From an optimization exercise on the open Yosys and OpenROAD flow, aimed at a short achievable clock period and few clock cycles; shortcuts taken in it are not production practice.
The RTL was checked by simulation tests, not by an equivalence proof against the original design.

$ cat flow/flow/run.sh
#!/bin/bash
set -euo pipefail
bash standard.sh SETUP_SLACK_MARGIN=6.5 finish > standard.log 2>&1
$ cat flow/standard.sh
#!/bin/bash
# synth_recipe.tcl (not shown) runs the flow's synth.tcl, then flattens the netlist and writes it again
# the make line also repeats each setting of config.mk as NAME=value (left out here)
make -C /OpenROAD-flow-scripts/flow DESIGN_CONFIG=/design/flow/config.mk WORK_HOME=/design/flow/orfs CLKGATE_MAP_FILE= SYNTH_SCRIPT=/design/flow/synth_recipe.tcl "${@:-finish}"
$ cat flow/config.mk
export PLATFORM = sky130hd
export DESIGN_NAME = mcCpu
export DESIGN_NICKNAME = mcCpu
export VERILOG_FILES = /design/flow/design.v
export SDC_FILE = /design/flow/constraint.sdc
export NUM_CORES = 8
export LEC_CHECK = 0
export ABC_CLOCK_PERIOD_IN_PS = 3000
export CAP_MARGIN = 20
export CORE_MARGIN = 2
export CORE_UTILIZATION = 55
export GPL_ROUTABILITY_DRIVEN = 1
export PLACE_DENSITY = 0.65
export SLEW_MARGIN = 20
export TNS_END_PERCENT = 10
$ cat flow/constraint.sdc
create_clock -name core_clock -period 10.0 [get_ports {clk}]
set_input_delay 2.0000 -clock core_clock [delete_from_list [all_inputs] [get_ports {clk}]]
set_output_delay 2.0000 -clock core_clock [all_outputs]
set_load 0.01 [all_outputs]
$ cat flow/design.v
`timescale 1ns/10ps
`default_nettype none
module ksAdd #(
  parameter integer N = 32,
  parameter integer L = 5               
) (
  input  wire [N-1:0] a,
  input  wire [N-1:0] b,
  input  wire         cin,
  output wire [N-1:0] sum,
  output wire         cout
);
  wire [N-1:0] g [0:L];
  wire [N-1:0] p [0:L];
  wire [N-1:0] h = a ^ b;
  assign g[0] = (a & b) | {{(N-1){1'b0}}, h[0] & cin};
  assign p[0] = h;
  genvar i, j;
  generate
    for (i = 0; i < L; i = i + 1) begin : lvl
      for (j = 0; j < N; j = j + 1) begin : bitj
        if (j >= (1 << i)) begin : comb
          assign g[i+1][j] = g[i][j] | (p[i][j] & g[i][j - (1 << i)]);
          assign p[i+1][j] = p[i][j] & p[i][j - (1 << i)];
        end else begin : pass
          assign g[i+1][j] = g[i][j];
          assign p[i+1][j] = p[i][j];
        end
      end
    end
  endgenerate
  wire [N:0] c = {g[L], cin};
  assign sum  = h ^ c[N-1:0];
  assign cout = c[N];
endmodule
module alu (
  input  wire [31:0] a,
  input  wire [31:0] b,
  input  wire        opAdd,
  input  wire        opSub,
  input  wire        opAnd,
  input  wire        opOr,
  input  wire        opNor,
  input  wire        opSlt,
  output wire [31:0] sum,
  output wire [31:0] result
);
  wire        subtract = opSub | opSlt;
  wire [31:0] bb = subtract ? ~b : b;
  wire        co;
  ksAdd #(.N(32), .L(5)) u_add (.a(a), .b(bb), .cin(subtract), .sum(sum), .cout(co));
  wire        lt = (a[31] != b[31]) ? a[31] : sum[31];
  assign result = ({32{opAdd | opSub}} & sum) |
                  ({32{opAnd}} & (a & b)) |
                  ({32{opOr}}  & (a | b)) |
                  ({32{opNor}} & ~(a | b)) |
                  ({31'd0, opSlt & lt});
endmodule
module brTarget (
  input  wire [29:0] pc4,
  input  wire [15:0] off,
  output wire [29:0] tgt
);
  wire [15:0] lo;
  wire        c16;
  ksAdd #(.N(16), .L(4)) u_lo (.a(pc4[15:0]), .b(off), .cin(1'b0), .sum(lo), .cout(c16));
  wire [13:0] upP = pc4[29:16] + 14'd1;
  wire [13:0] upM = pc4[29:16] - 14'd1;
  assign tgt = {(off[15] == c16) ? pc4[29:16] : (c16 ? upP : upM), lo};
endmodule
`default_nettype wire
`timescale 1ns/10ps
`default_nettype none
module regFile (
  input  wire        clk,
  input  wire        reset,
  input  wire [4:0]  addrA,
  input  wire [4:0]  addrB,
  input  wire [4:0]  writeAddr,
  input  wire [31:0] writeData,
  input  wire        writeEn,
  output wire [31:0] dataA,
  output wire [31:0] dataB
);
  reg [31:0] regs [1:31];
  reg [31:1] written;
  always @(posedge clk or posedge reset) begin
    if (reset) begin
      written <= 31'd0;
    end else if (writeEn && writeAddr != 5'd0) begin
      written[writeAddr] <= 1'b1;
    end
  end
  always @(posedge clk) begin
    if (writeEn && writeAddr != 5'd0) begin
      regs[writeAddr] <= writeData;
    end
  end
  wire [31:0] rA = (addrA == 5'd0) ? 32'd0 : (written[addrA] ? regs[addrA] : 32'd0);
  wire [31:0] rB = (addrB == 5'd0) ? 32'd0 : (written[addrB] ? regs[addrB] : 32'd0);
  assign dataA = (writeEn && writeAddr == addrA && addrA != 5'd0) ? writeData : rA;
  assign dataB = (writeEn && writeAddr == addrB && addrB != 5'd0) ? writeData : rB;
endmodule
`default_nettype wire
`timescale 1ns/10ps
`default_nettype none
module mcCpu (
  input  wire        clk,
  input  wire        reset,
  input  wire [31:0] memData,
  input  wire        memReady,
  output wire [31:0] memAddr,
  output wire [31:0] memWdata,
  output wire        memRead,
  output wire        memWrite,
  output wire        halted,
  output wire [31:0] pc
);
  localparam integer IW  = 6;            
  localparam integer NE  = 1 << IW;      
  localparam integer TW  = 30 - IW;      
  localparam [29:0]  WIN = 30'd40;       
  localparam [29:0]  FAR = 30'd56;       
  integer i;
  reg        mq_rd, mq_wr, mq_d;
  reg [31:0] mq_a, mq_wd;
  reg          fl_v;
  reg [29:0]   fl_a, fl_pc4;
  reg [31:0]   fl_d;
  reg [NE-1:0] fl_oh;
  reg [29:0]   fpc;
  reg [NE-1:0] fpc_oh;
  reg [29:0]   pfa;
  reg [NE-1:0] pfa_oh;
  reg          d_v, d_pred;
  reg [31:0]   d_ir;
  reg [29:0]   d_pc, d_t, d_alt;
  reg [NE-1:0] d_aoh;
  reg          x_v;
  reg [4:0]    x_rd;
  reg [31:0]   x_a, x_b, x_sd;
  reg          x_fAm, x_fBm, x_fSm;
  reg          x_add, x_sub, x_and, x_or, x_nor, x_slt;
  reg          x_ld, x_st, x_beq, x_bne, x_pred, x_halt;
  reg [29:0]   x_pc4;
  reg          x_ralt;                 
  reg [29:0]   x_rpc;                  
  reg [NE-1:0] x_roh;
  reg [31:0]   xa_ir;
  reg [29:0]   xa_pc, xa_t;
  reg          xa_p;
  reg          m_we, m_fwd, m_ld;
  reg [4:0]    m_rd;
  reg [31:0]   m_res;
  reg          w_we;
  reg [4:0]    w_rd;
  reg [31:0]   w_val;
  reg          halt_r;
  reg [29:0]   hpc;
  reg [NE-1:0] c_v;
  reg [TW-1:0] c_tag [0:NE-1];
  reg [31:0]   c_d   [0:NE-1];
  reg [NE-1:0] c_p;
  reg [29:0]   c_t   [0:NE-1];
  assign memAddr  = mq_a;
  assign memWdata = mq_wd;
  assign memRead  = mq_rd;
  assign memWrite = mq_wr;
  assign halted   = halt_r;
  assign pc       = {hpc, 2'b00};
  function [NE-1:0] onehot;
    input [IW-1:0] ix;
    begin
      onehot = {{(NE-1){1'b0}}, 1'b1} << ix;
    end
  endfunction
  function [NE-1:0] rotl1;
    input [NE-1:0] v;
    begin
      rotl1 = {v[NE-2:0], v[NE-1]};
    end
  endfunction
  wire portBusyD = mq_d & ~memReady;
  wire mHold     = portBusyD & mq_rd;
  wire        fl_j    = (fl_d[31:26] == 6'b000010);
  wire        fl_beq  = (fl_d[31:26] == 6'b000100);
  wire        fl_bne  = (fl_d[31:26] == 6'b000101);
  wire        fl_same = (fl_d[25:21] == fl_d[20:16]);
  wire        fl_pred = fl_j | (fl_bne & ~fl_same) | (fl_beq & (fl_same | fl_d[15]));
  wire [29:0] fl_bt;
  brTarget u_flT (.pc4(fl_pc4), .off(fl_d[15:0]), .tgt(fl_bt));
  wire [29:0] fl_tgt  = fl_j ? {fl_pc4[29:26], fl_d[25:0]} : fl_bt;
  reg          fr_v, fr_p;
  reg [TW-1:0] fr_tag;
  reg [31:0]   fr_d;
  reg [29:0]   fr_t;
  always @(*) begin
    fr_v = 1'b0; fr_p = 1'b0; fr_tag = {TW{1'b0}}; fr_d = 32'd0; fr_t = 30'd0;
    for (i = 0; i < NE; i = i + 1) begin
      fr_v   = fr_v   | (fpc_oh[i] & c_v[i]);
      fr_p   = fr_p   | (fpc_oh[i] & c_p[i]);
      fr_tag = fr_tag | ({TW{fpc_oh[i]}} & c_tag[i]);
      fr_d   = fr_d   | ({32{fpc_oh[i]}} & c_d[i]);
      fr_t   = fr_t   | ({30{fpc_oh[i]}} & c_t[i]);
    end
  end
  wire        hitC = fr_v & (fr_tag == fpc[29:IW]);
  wire        hitF = fl_v & (fl_a == fpc);
  wire        fhit = hitC | hitF;
  wire [31:0] f_ir = hitF ? fl_d : fr_d;
  wire        f_p  = hitF ? fl_pred : fr_p;
  wire [29:0] f_t  = hitF ? fl_tgt : fr_t;
  wire [29:0] fpc1 = fpc + 30'd1;
  wire [NE-1:0] f_toh = onehot(f_t[IW-1:0]);
  wire [5:0]  d_op = d_ir[31:26];
  wire [5:0]  d_fn = d_ir[5:0];
  wire [4:0]  d_rs = d_ir[25:21];
  wire [4:0]  d_rt = d_ir[20:16];
  wire [4:0]  d_rdf = d_ir[15:11];
  wire [15:0] d_imm = d_ir[15:0];
  wire d_isR   = (d_op == 6'b000000);
  wire d_fAdd  = d_isR & (d_fn == 6'b100000);
  wire d_fSub  = d_isR & (d_fn == 6'b100010);
  wire d_fAnd  = d_isR & (d_fn == 6'b100100);
  wire d_fOr   = d_isR & (d_fn == 6'b100101);
  wire d_fNor  = d_isR & (d_fn == 6'b100111);
  wire d_fSlt  = d_isR & (d_fn == 6'b101010);
  wire d_rOk   = d_fAdd | d_fSub | d_fAnd | d_fOr | d_fNor | d_fSlt;
  wire d_addi  = (d_op == 6'b001000);
  wire d_lui   = (d_op == 6'b001111);
  wire d_lw    = (d_op == 6'b100011);
  wire d_sw    = (d_op == 6'b101011);
  wire d_beq   = (d_op == 6'b000100);
  wire d_bne   = (d_op == 6'b000101);
  wire d_j     = (d_op == 6'b000010);
  wire d_legal = d_rOk | d_addi | d_lui | d_lw | d_sw | d_beq | d_bne | d_j;
  wire d_useRs = d_rOk | d_addi | d_lw | d_sw | d_beq | d_bne;
  wire d_useRt = d_rOk | d_sw | d_beq | d_bne;
  wire d_bReg  = d_rOk | d_beq | d_bne;         
  wire [4:0] d_dst = ~d_legal ? 5'd0 :
                     (d_rOk ? d_rdf : ((d_addi | d_lui | d_lw) ? d_rt : 5'd0));
  wire [31:0] d_immv = d_lui ? {d_imm, 16'h0000} : {{16{d_imm[15]}}, d_imm};
  wire [31:0] rfA, rfB;
  regFile u_regFile (
    .clk(clk),
    .reset(reset),
    .addrA(d_rs),
    .addrB(d_rt),
    .writeAddr(w_rd),
    .writeData(w_val),
    .writeEn(w_we),
    .dataA(rfA),
    .dataB(rfB)
  );
  wire [31:0] m_val  = m_ld ? memData : m_res;
  wire        d_mA   = m_we & (m_rd == d_rs);
  wire        d_mB   = m_we & (m_rd == d_rt);
  wire [31:0] d_opA  = d_mA ? m_val : rfA;
  wire [31:0] d_opB  = d_mB ? m_val : rfB;
  wire        x_wr   = x_v & (x_rd != 5'd0) & ~x_ld;
  wire        d_xA   = x_wr & (x_rd == d_rs);
  wire        d_xB   = x_wr & (x_rd == d_rt);
  wire d_hz = d_v & x_v & x_ld & (x_rd != 5'd0) &
              ((d_useRs & (d_rs == x_rd)) | (d_useRt & (d_rt == x_rd)));
  reg          ar_v, ar_p;
  reg [TW-1:0] ar_tag;
  reg [31:0]   ar_d;
  reg [29:0]   ar_t;
  always @(*) begin
    ar_v = 1'b0; ar_p = 1'b0; ar_tag = {TW{1'b0}}; ar_d = 32'd0; ar_t = 30'd0;
    for (i = 0; i < NE; i = i + 1) begin
      ar_v   = ar_v   | (d_aoh[i] & c_v[i]);
      ar_p   = ar_p   | (d_aoh[i] & c_p[i]);
      ar_tag = ar_tag | ({TW{d_aoh[i]}} & c_tag[i]);
      ar_d   = ar_d   | ({32{d_aoh[i]}} & c_d[i]);
      ar_t   = ar_t   | ({30{d_aoh[i]}} & c_t[i]);
    end
  end
  wire        aHitF = fl_v & (fl_a == d_alt);
  wire        a_hit = (ar_v & (ar_tag == d_alt[29:IW])) | aHitF;
  wire [31:0] a_ir  = aHitF ? fl_d : ar_d;
  wire        a_p   = aHitF ? fl_pred : ar_p;
  wire [29:0] a_t   = aHitF ? fl_tgt : ar_t;
  wire [29:0] a_n   = a_p ? a_t : d_alt + 30'd1;
  wire [NE-1:0] a_noh = a_p ? onehot(a_t[IW-1:0]) : rotl1(d_aoh);
  wire        d_br  = d_beq | d_bne;
  wire [31:0] fa = x_fAm ? m_res : x_a;
  wire [31:0] fb = x_fBm ? m_res : x_b;
  wire [31:0] fs = x_fSm ? m_res : x_sd;
  wire [31:0] x_sum, x_res;
  alu u_alu (
    .a(fa),
    .b(fb),
    .opAdd(x_add),
    .opSub(x_sub),
    .opAnd(x_and),
    .opOr(x_or),
    .opNor(x_nor),
    .opSlt(x_slt),
    .sum(x_sum),
    .result(x_res)
  );
  wire x_eq    = (fa == fb);
  wire x_taken = (x_beq & x_eq) | (x_bne & ~x_eq);
  wire redirX  = x_v & (x_beq | x_bne) & (x_taken ^ x_pred);
  wire haltX   = x_v & x_halt;
  wire flushX  = redirX | haltX | halt_r;
  wire xMem    = x_v & (x_ld | x_st);
  wire stopF   = halt_r | haltX;
  wire xHold   = mHold | (portBusyD & (xMem | haltX));
  wire dHold = d_v & (d_hz | xHold);         
  wire fgo   = ~dHold & fhit & ~flushX;      
  wire fjump = fgo & f_p;                    
  wire mqF       = mq_rd & ~mq_d;            
  wire inFlightF = mqF & (mq_a[31:2] == fpc);
  wire demand    = ~fhit & ~inFlightF & ~stopF;
  wire [5:0]  md_op   = memData[31:26];
  wire        md_j    = (md_op == 6'b000010);
  wire        md_beq  = (md_op == 6'b000100);
  wire        md_bne  = (md_op == 6'b000101);
  wire        md_same = (memData[25:21] == memData[20:16]);
  wire        md_pred = md_j | (md_bne & ~md_same) | (md_beq & (md_same | memData[15]));
  wire        md_loop = ~md_j & memData[15] & (&memData[14:6]);
  wire [29:0] mq_pc4  = mq_a[31:2] + 30'd1;
  wire [29:0] md_bt;
  brTarget u_mdT (.pc4(mq_pc4), .off(memData[15:0]), .tgt(md_bt));
  wire [29:0] md_tgt  = md_j ? {mq_pc4[29:26], memData[25:0]} : md_bt;
  wire        follow  = mqF & md_pred & ~md_loop & ~stopF;    
  wire [29:0] mq_pc8  = mq_a[31:2] + 30'd2;
  wire [29:0] md_bt1;
  brTarget u_mdT1 (.pc4(mq_pc8), .off(memData[15:0]), .tgt(md_bt1));
  wire [29:0] md_jt   = {mq_pc4[29:26], memData[25:0]};
  wire [29:0] md_tgt1 = md_j ? md_jt + 30'd1 : md_bt1;    
  reg          pr_v;
  reg [TW-1:0] pr_tag;
  always @(*) begin
    pr_v = 1'b0; pr_tag = {TW{1'b0}};
    for (i = 0; i < NE; i = i + 1) begin
      pr_v   = pr_v   | (pfa_oh[i] & c_v[i]);
      pr_tag = pr_tag | ({TW{pfa_oh[i]}} & c_tag[i]);
    end
  end
  wire        pfHit  = (pr_v & (pr_tag == pfa[29:IW])) | (fl_v & (fl_a == pfa)) |
                       (mqF & (mq_a[31:2] == pfa));
  wire [29:0] pAhead = pfa - fpc;
  wire        pInWin = (pAhead < WIN);
  wire        resync = ~(pAhead < FAR);      
  wire        pfNeed = pInWin & ~pfHit & ~stopF;
  reg        a_rd, a_wr, a_d;
  reg [31:0] a_a, a_wd;
  reg [29:0] a_pfa;
  reg [NE-1:0] a_pfoh;
  always @(*) begin
    a_rd = 1'b0; a_wr = 1'b0; a_d = 1'b0; a_a = mq_a; a_wd = mq_wd;
    if (follow) begin
      a_pfa = md_tgt; a_pfoh = onehot(md_tgt[IW-1:0]);
    end else if (resync) begin
      a_pfa = fpc; a_pfoh = fpc_oh;
    end else if (pInWin & pfHit) begin
      a_pfa = pfa + 30'd1; a_pfoh = rotl1(pfa_oh);
    end else begin
      a_pfa = pfa; a_pfoh = pfa_oh;
    end
    if (xMem) begin
      a_rd = x_ld; a_wr = x_st; a_d = 1'b1; a_a = x_sum; a_wd = fs;
    end else if (demand) begin
      a_rd = 1'b1; a_a = {fpc, 2'b00};
    end else if (follow) begin
      a_rd = 1'b1; a_a = {md_tgt, 2'b00};
      a_pfa = md_tgt1; a_pfoh = rotl1(onehot(md_tgt[IW-1:0]));
    end else if (pfNeed) begin
      a_rd = 1'b1; a_a = {pfa, 2'b00};
      a_pfa = pfa + 30'd1; a_pfoh = rotl1(pfa_oh);
    end
  end
  reg        b_rd, b_wr, b_d;
  reg [31:0] b_a, b_wd;
  reg [29:0] b_pfa;
  reg [NE-1:0] b_pfoh;
  always @(*) begin
    b_rd = mq_rd; b_wr = mq_wr; b_d = mq_d; b_a = mq_a; b_wd = mq_wd;
    if (resync) begin
      b_pfa = fpc; b_pfoh = fpc_oh;
    end else if (pInWin & pfHit) begin
      b_pfa = pfa + 30'd1; b_pfoh = rotl1(pfa_oh);
    end else begin
      b_pfa = pfa; b_pfoh = pfa_oh;
    end
    if (!mq_d && xMem) begin            
      b_rd = x_ld; b_wr = x_st; b_d = 1'b1; b_a = x_sum; b_wd = fs;
      b_pfa = mq_a[31:2];               
      b_pfoh = onehot(mq_a[IW+1:2]);
    end
  end
  wire portWait = (mq_rd | mq_wr) & ~memReady;
  always @(posedge clk or posedge reset) begin
    if (reset) begin
      mq_rd  <= 1'b1;           
      mq_wr  <= 1'b0;
      mq_d   <= 1'b0;
      mq_a   <= 32'd0;
      pfa    <= 30'd1;
      pfa_oh <= {{(NE-2){1'b0}}, 2'b10};
      fpc    <= 30'd0;
      fpc_oh <= {{(NE-1){1'b0}}, 1'b1};
      fl_v   <= 1'b0;
      d_v    <= 1'b0;
      x_v    <= 1'b0;
      m_we   <= 1'b0;
      m_fwd  <= 1'b0;
      m_ld   <= 1'b0;
      w_we   <= 1'b0;
      halt_r <= 1'b0;
      c_v    <= {NE{1'b0}};
    end else begin
      if (halt_r) begin
        mq_rd <= 1'b0; mq_wr <= 1'b0; mq_d <= 1'b0;
      end else if (portWait) begin
        mq_rd <= b_rd; mq_wr <= b_wr; mq_d <= b_d; mq_a <= b_a;
      end else begin
        mq_rd <= a_rd; mq_wr <= a_wr; mq_d <= a_d; mq_a <= a_a;
      end
      fl_v <= mqF & memReady;
      pfa    <= portWait ? b_pfa : a_pfa;
      pfa_oh <= portWait ? b_pfoh : a_pfoh;
      for (i = 0; i < NE; i = i + 1) begin
        if ((fl_v && fl_oh[i]) ||
            (mq_wr && mq_a[IW+1:2] == i && c_tag[i] == mq_a[31:IW+2]))
          c_v[i] <= fl_v && fl_oh[i] &&
                    !(mq_wr && mq_a[IW+1:2] == i && fl_a[29:IW] == mq_a[31:IW+2]);
      end
      if (redirX) begin
        fpc    <= x_rpc;
        fpc_oh <= x_roh;
      end else if (fjump) begin
        fpc    <= f_t;
        fpc_oh <= f_toh;
      end else if (fgo) begin
        fpc    <= fpc1;
        fpc_oh <= rotl1(fpc_oh);
      end
      if (redirX)      d_v <= x_ralt;
      else if (flushX) d_v <= 1'b0;
      else if (!dHold) d_v <= fgo;
      if (!xHold) x_v <= d_v & ~d_hz & ~flushX;
      if (!mHold) begin
        m_we  <= x_v & ~xHold & (x_rd != 5'd0);
        m_fwd <= x_v & ~xHold & (x_rd != 5'd0) & ~x_ld;
        m_ld  <= x_v & ~xHold & x_ld;
      end
      w_we <= m_we & ~mHold;
      if (haltX & ~xHold) halt_r <= 1'b1;
    end
  end
  always @(posedge clk) begin
    if (!halt_r) mq_wd <= portWait ? b_wd : a_wd;
    fl_a   <= mq_a[31:2];
    fl_pc4 <= mq_pc4;
    fl_d   <= memData;
    fl_oh  <= onehot(mq_a[IW+1:2]);
    for (i = 0; i < NE; i = i + 1) begin
      if (fl_v && fl_oh[i]) begin
        c_tag[i] <= fl_a[29:IW];
        c_d[i]   <= fl_d;
        c_p[i]   <= fl_pred;
        c_t[i]   <= fl_tgt;
      end
    end
    if (haltX & ~xHold) hpc <= x_pc4;
    if (redirX) begin
      d_ir   <= xa_ir;
      d_pc   <= xa_pc;
      d_pred <= xa_p;
      d_t    <= xa_t;
      d_alt  <= xa_p ? xa_pc + 30'd1 : xa_t;
      d_aoh  <= xa_p ? rotl1(onehot(xa_pc[IW-1:0])) : onehot(xa_t[IW-1:0]);
    end else if (!dHold) begin
      d_ir   <= f_ir;
      d_pc   <= fpc;
      d_pred <= f_p;
      d_t    <= f_t;
      d_alt  <= f_p ? fpc1 : f_t;
      d_aoh  <= f_p ? rotl1(fpc_oh) : f_toh;
    end
    if (!xHold) begin
      x_pc4  <= d_pc + 30'd1;
      x_rd   <= d_dst;
      x_a    <= d_useRs ? d_opA : 32'd0;
      x_b    <= d_bReg ? d_opB : d_immv;
      x_sd   <= d_opB;
      x_fAm  <= d_useRs & d_xA;
      x_fBm  <= d_bReg & d_xB;
      x_fSm  <= d_sw & d_xB;
      x_add  <= d_fAdd | d_addi | d_lui | d_lw | d_sw;
      x_sub  <= d_fSub;
      x_and  <= d_fAnd;
      x_or   <= d_fOr;
      x_nor  <= d_fNor;
      x_slt  <= d_fSlt;
      x_ld   <= d_lw;
      x_st   <= d_sw;
      x_beq  <= d_beq;
      x_bne  <= d_bne;
      x_pred <= d_pred;
      x_halt <= ~d_legal;
      x_ralt <= d_br & a_hit;
      x_rpc  <= a_hit ? a_n : d_alt;
      x_roh  <= a_hit ? a_noh : d_aoh;
      xa_ir  <= a_ir;
      xa_pc  <= d_alt;
      xa_t   <= a_t;
      xa_p   <= a_p;
    end else begin
      x_a   <= fa;
      x_b   <= fb;
      x_sd  <= fs;
      x_fAm <= 1'b0;
      x_fBm <= 1'b0;
      x_fSm <= 1'b0;
      if (redirX) begin
        x_pred <= x_taken;      
        x_ralt <= 1'b0;
      end
    end
    if (!mHold) begin
      m_rd  <= x_rd;
      m_res <= x_res;
    end
    w_rd  <= m_rd;
    w_val <= m_val;
  end
endmodule
`default_nettype wire
==> impl_metrics.yaml <==
run_status:
  status: "did not finish"
  stop_stage: "5_1_grt"
  error: "[ERROR GRT-0116] Global routing finished with congestion. Check the congestion regions in the DRC Viewer."
grt:
  grt_max_degree: 140
  grt_pass1_vias: 436000
  overflow: 43100
  grt_usage_pct: 104
  grt_pass1_wl_um: 4810000
placement:
  finalWeightedCongestion: 1.59
  dp_slack_ns: 2.01
  dp.cells: 36200
  dpl_cell_area_um2: 393000
  dp_hpwl_um: 2000000
  io_buffers: 131
clock_network:
  cts_made_buffers: 779
  root_buffer: "clkbuf_16"
  cts_buffer_depth: 4
  h-tree-depth: 6
  cts.sinks: 7678
  ctsHoldBuffers: 0
synth:
  yosysTopAreaCell: "edfxtp_1"
  netlist_area_um2: 372000
  synth-edff-count: 7051
  synth_adder_area_share_pct: 0.849
  synthMuxAreaShare_pct: 4.83
  yosys-top-cells-area: "edfxtp_1 57%, a221oi_1 6.4%, a22o_1 6.3%"
  ys_warn_count: 7
  avgSynthCellArea_um2: 13.4
  synthCells: 27700
  synth_compound_area_share_pct: 19.0
  async_flop_share_pct: 4.23
  synthSimpleGateAreaFrac_pct: 6.70
  yosysSeqAreaShare_pct: 60.8
  synth_xor_area_share_pct: 5.11
  synth_top_cell_area_share_pct: 56.9
  synth_top_family_by_area: "compound AO/OA/AOI/OAI gates"
  synth_cell_types: 105
  synthFlopType: "edfxtp_1"
  ys_seq_elements: 7678
floorplanning:
  die-height_um: 826
  num_rows: 302
  die_w_um: 826
  start_util_pct: 55.1
  pin_count: 134
[cells in the mapped netlist, types with 87 or more instances]
library cell,instances
buf_2,136
a221oi_1,2706
o211ai_1,87
mux2i_1,389
nand3_1,444
nand4_1,1232
a211oi_1,141
mux2_2,109
ha_1,241
xnor2_1,1401
buf_1,792
mux4_2,570
a21oi_1,811
clkbuf_1,1509
a22o_1,2693
o22ai_1,144
a22oi_1,1172
inv_1,221
dfxtp_1,302
edfxtp_1,7051
nor4_1,358
o21ai_0,611
nor3_1,347
xor2_1,770
and2_1,105
nand2_1,922
dfrtp_1,321
a21o_1,106
nor2_1,1105
[what timing repair did]
| action | CTS |
|---|---|
| pin swaps | 487 |
| buffers inserted | 928 |
| gates cloned | 140 |
| gates resized for setup | 1901 |
| endpoints found under the setup margin | 5504 |
| endpoints found under the hold margin | 0 |
[cells by family after synthesis]
kind of cell | Yosys count
XOR/XNOR | 2171
multiplexers | 1068
other | 1
flip-flops | 7678
AND/OR/NAND/NOR | 4910
buffers and inverters | 2674
adder cells (fa/ha/maj) | 248
AO/OA/AOI/OAI | 8960
[power groups by stage]
stage / logic (mW) / clock network, mW / registers [mW]
4_1_cts: 5.55 / 30.2 / 35.4
2_1_floorplan: 2.22 / 0 / 36.2
3_3_place_gp: 4.44 / 0 / 36.1
3_5_place_dp: 4.44 / 0 / 36.1
[worst min path at each step]
| stage | start | end | slack [ns] | cells past startpoint |
|---|---|---|---|---|
| after floorplan | x_pc4[0] | hpc[0] | 0.40 | 0 |
| after global placement | x_pc4[3] | hpc[3] | 0.41 | 0 |
| after detailed placement | x_pc4[22] | hpc[22] | 0.41 | 0 |
| after CTS | x_pc4[22] | hpc[22] | 0.42 | 0 |
[routing by layer]
metal | global-route usage [%] | GRT overflow
met4 | 106 | 8511
met3 | 97.8 | 4622
met1 | 99.7 | 5813
met5 | 91.6 | 574
met2 | 115 | 23600
Testbench counts, summed over its fixed seeds: cycles 27,052.
